What follows belongs to an exercise in optimizing a design on an open flow for small area, a short achievable clock period and few clock cycles per item; a production flow would make more cautious choices.
At most, simulation tests tie the RTL to the original design; equivalence was not proved.

## yuv2rgb_top
module yuv2rgb_top #(
	parameter int img_width = 320,
	parameter int img_height = 240
) (
	input logic CLOCK_50_I,
	input logic Resetn,
	input logic start,
	input logic [15:0] read_data,
	output logic [15:0] write_data,
	output logic [17:0] address,
	output logic write_en_n,
	output logic done
);
For scale: about 55 I/O pins, about 25000 sq um of cells after synthesis.
clock: 11.0 ns
lec_check: 0
cap_margin: 20
core_margin: 2
core_utilization: 40
cts_buf_list: sky130_fd_sc_hd__clkbuf_16
cts_cluster_diameter: 120
cts_cluster_size: 20
slew_margin: 20
run.sh (not shown) runs the stock make flow with config.mk's settings and CLKGATE_MAP_FILE= SYNTH_SCRIPT=/design/flow/synth_recipe.tcl, a recipe that flattens the netlist after the stock synthesis.
Rerun with:
==> flow/flow/run.sh (new file) <==
#!/bin/bash
# Standard layout, with the port buffers made from buf_2 cells instead of the
# default choice (a delay buffer): smaller, and faster to the outputs.
set -e
export BUFFER_PORTS_ARGS="-buffer_cell sky130_fd_sc_hd__buf_2"
bash standard.sh > standard.log 2>&1
==> flow/standard.sh (new file) <==
#!/bin/bash
# synth_recipe.tcl (not shown) runs the flow's synth.tcl, then flattens the netlist and writes it again
# the make line also repeats each setting of config.mk as NAME=value (left out here)
make -C /OpenROAD-flow-scripts/flow DESIGN_CONFIG=/design/flow/config.mk WORK_HOME=/design/flow/orfs CLKGATE_MAP_FILE= SYNTH_SCRIPT=/design/flow/synth_recipe.tcl "${@:-finish}"
removed: flow/run.sh
The new run finished with timing, DRC and antenna clean.
Count of clock-buffer cells in the layout increases by 1.
Via count hardly moves.
Area after synthesis stays the same.
Worst hold slack gets worse by 0.0031 ns.
Critical path depth goes up by 11.
Setup slack gets better by 0.16 ns.
Function was not checked in any run of this note: the RTL went through the layout flow alone.

Another version of the RTL of yuv2rgb_top (not shown whole).
Size: ~2200 cells after synthesis, ~380 flip-flops, roughly 55 I/O pins.
==> flow/config.mk <==
export PLATFORM = sky130hd
export DESIGN_NAME = yuv2rgb_top
export DESIGN_NICKNAME = yuv2rgb_top
export VERILOG_FILES = /design/flow/design.v
export SDC_FILE = /design/flow/constraint.sdc
export NUM_CORES = 4
export LEC_CHECK = 0
export CAP_MARGIN = 80
export CORE_MARGIN = 2
export CORE_UTILIZATION = 40
export SLEW_MARGIN = 80
==> flow/constraint.sdc <==
create_clock -name core_clock -period 11.0 [get_ports {CLOCK_50_I}]
set_input_delay 2.2000 -clock core_clock [delete_from_list [all_inputs] [get_ports {CLOCK_50_I}]]
set_output_delay 2.2000 -clock core_clock [all_outputs]
set_load 0.01 [all_outputs]
Stock flow here: none of the scripts above is used.
The first run produced a clean layout.
Testbench counts at the start, summed over its fixed seeds: cycles 1,152,162, frames 6.
Change:
CAP_MARGIN = 20   (was 80)
CORE_UTILIZATION = 75   (was 40)
SLEW_MARGIN = 20   (was 80)
Core utilization is higher by 36 points.
Wire length is higher by a few percent.
Synthesized area stays the same.
Register-to-register slack improved by 0.27 ns.
Change:
CORE_UTILIZATION = 40   (was 75)
After rerunning: Register-to-register slack is better by 0.04 ns. Synthesized area does not change. Hold slack hardly moves. Utilization falls by 39 points. Setup slack is better by 0.045 ns. Sequential cell count does not change. Final cell count rises by 14%. Via count falls by 4.8%.
Change:
CORE_UTILIZATION = 60   (was 40)
What happened: Design area falls by about 1.2%. Worst setup slack gets worse by 0.066 ns. Core utilization grows by 22 points. Die area falls by 33%.

yuv2rgb_top, a different RTL version from the one above (not shown whole).
For scale: ~2,300 cells after synthesis, about 470 flip-flops, about 55 I/O pins.
// yuv2rgb_top
module yuv2rgb_top #(
	parameter int img_width = 320,
	parameter int img_height = 240
) (
	input logic CLOCK_50_I,
	input logic Resetn,
	input logic start,
	input logic [15:0] read_data,
	output logic [15:0] write_data,
	output logic [17:0] address,
	output logic write_en_n,
	output logic done
);
clock: 11.0 ns
lec_check: 0
cap_margin: 20
core_margin: 2
core_utilization: 40
cts_buf_list: sky130_fd_sc_hd__clkbuf_8
cts_cluster_diameter: 90
cts_cluster_size: 14
slew_margin: 20
standard.sh (not shown) runs the stock make flow with config.mk's settings and CLKGATE_MAP_FILE= SYNTH_SCRIPT=/design/flow/synth_recipe.tcl, a recipe that flattens the netlist after the stock synthesis.
==> flow/flow/run.sh <==
#!/bin/bash
# Standard layout, with the port buffers made from buf_2 cells instead of the
# default choice (a delay buffer): smaller, and faster to the outputs.
set -e
export BUFFER_PORTS_ARGS="-buffer_cell sky130_fd_sc_hd__buf_2"
bash standard.sh > standard.log 2>&1
Next try:
- CTS_BUF_LIST: sky130_fd_sc_hd__clkbuf_8 -> sky130_fd_sc_hd__clkbuf_16
- CTS_CLUSTER_DIAMETER: 90 -> 120
- CTS_CLUSTER_SIZE: 14 -> 20
Effect: Global-route usage went down by 0.18 points; non-clock buffer count is unchanged; setup slack improves by 0.015 ns; register-to-register slack improves by 0.02 ns; area after synthesis stays the same; die area is unchanged; maximum frequency went up by 0.45%.
No functional check of the RTL was part of any run of this note.

[port drivers added, routing unchanged]
How much do the figures lean on ideal ports? The routed layouts below were timed once more, with nothing changed but the port constraints.
Step 1 (the two cells are an assumption about what drives the block):
set clk [get_ports {CLOCK_50_I}]
set_driving_cell -lib_cell sky130_fd_sc_hd__clkbuf_16 $clk
set_driving_cell -lib_cell sky130_fd_sc_hd__buf_2 [delete_from_list [all_inputs] $clk]
Step 2 adds t to the input delays and takes it off the output delays; t is the mean of the earliest and latest rising clock arrival at the registers after step 1. Input paths then give back, and output paths get back, about the clock's delay inside the block.
Three values: ideal, step 1, step 2; two values: the first two.
run | shift t [ns] | slack for setup (ns) | slew at the worst register clock pin (ns)
the first run of note 1 | 0.645 | 7.271 / 7.213 / 7.403 | 0.09 / 0.09
the second run of note 1 | 0.637 | 7.429 / 7.429 / 7.429 | 0.09 / 0.09
the first run of note 2 | 0.616 | 6.182 / 6.182 / 6.182 | 0.07 / 0.07
the second run of note 2 | 0.618 | 6.447 / 6.447 / 6.447 | 0.06 / 0.06
the third run of note 2 | 0.623 | 6.492 / 6.492 / 6.492 | 0.07 / 0.07
the fourth run of note 2 | 0.634 | 6.426 / 6.426 / 6.426 | 0.07 / 0.07
the first run of note 3 | 0.667 | 7.555 / 7.515 / 7.551 | 0.10 / 0.10
the second run of note 3 | 0.630 | 7.570 / 7.540 / 7.564 | 0.10 / 0.10
After both steps every run listed still meets setup and hold. For the second run of note 3, which loses most, drivers alone change the setup slack by -0.030 ns; drivers and shift together by -0.006 ns.
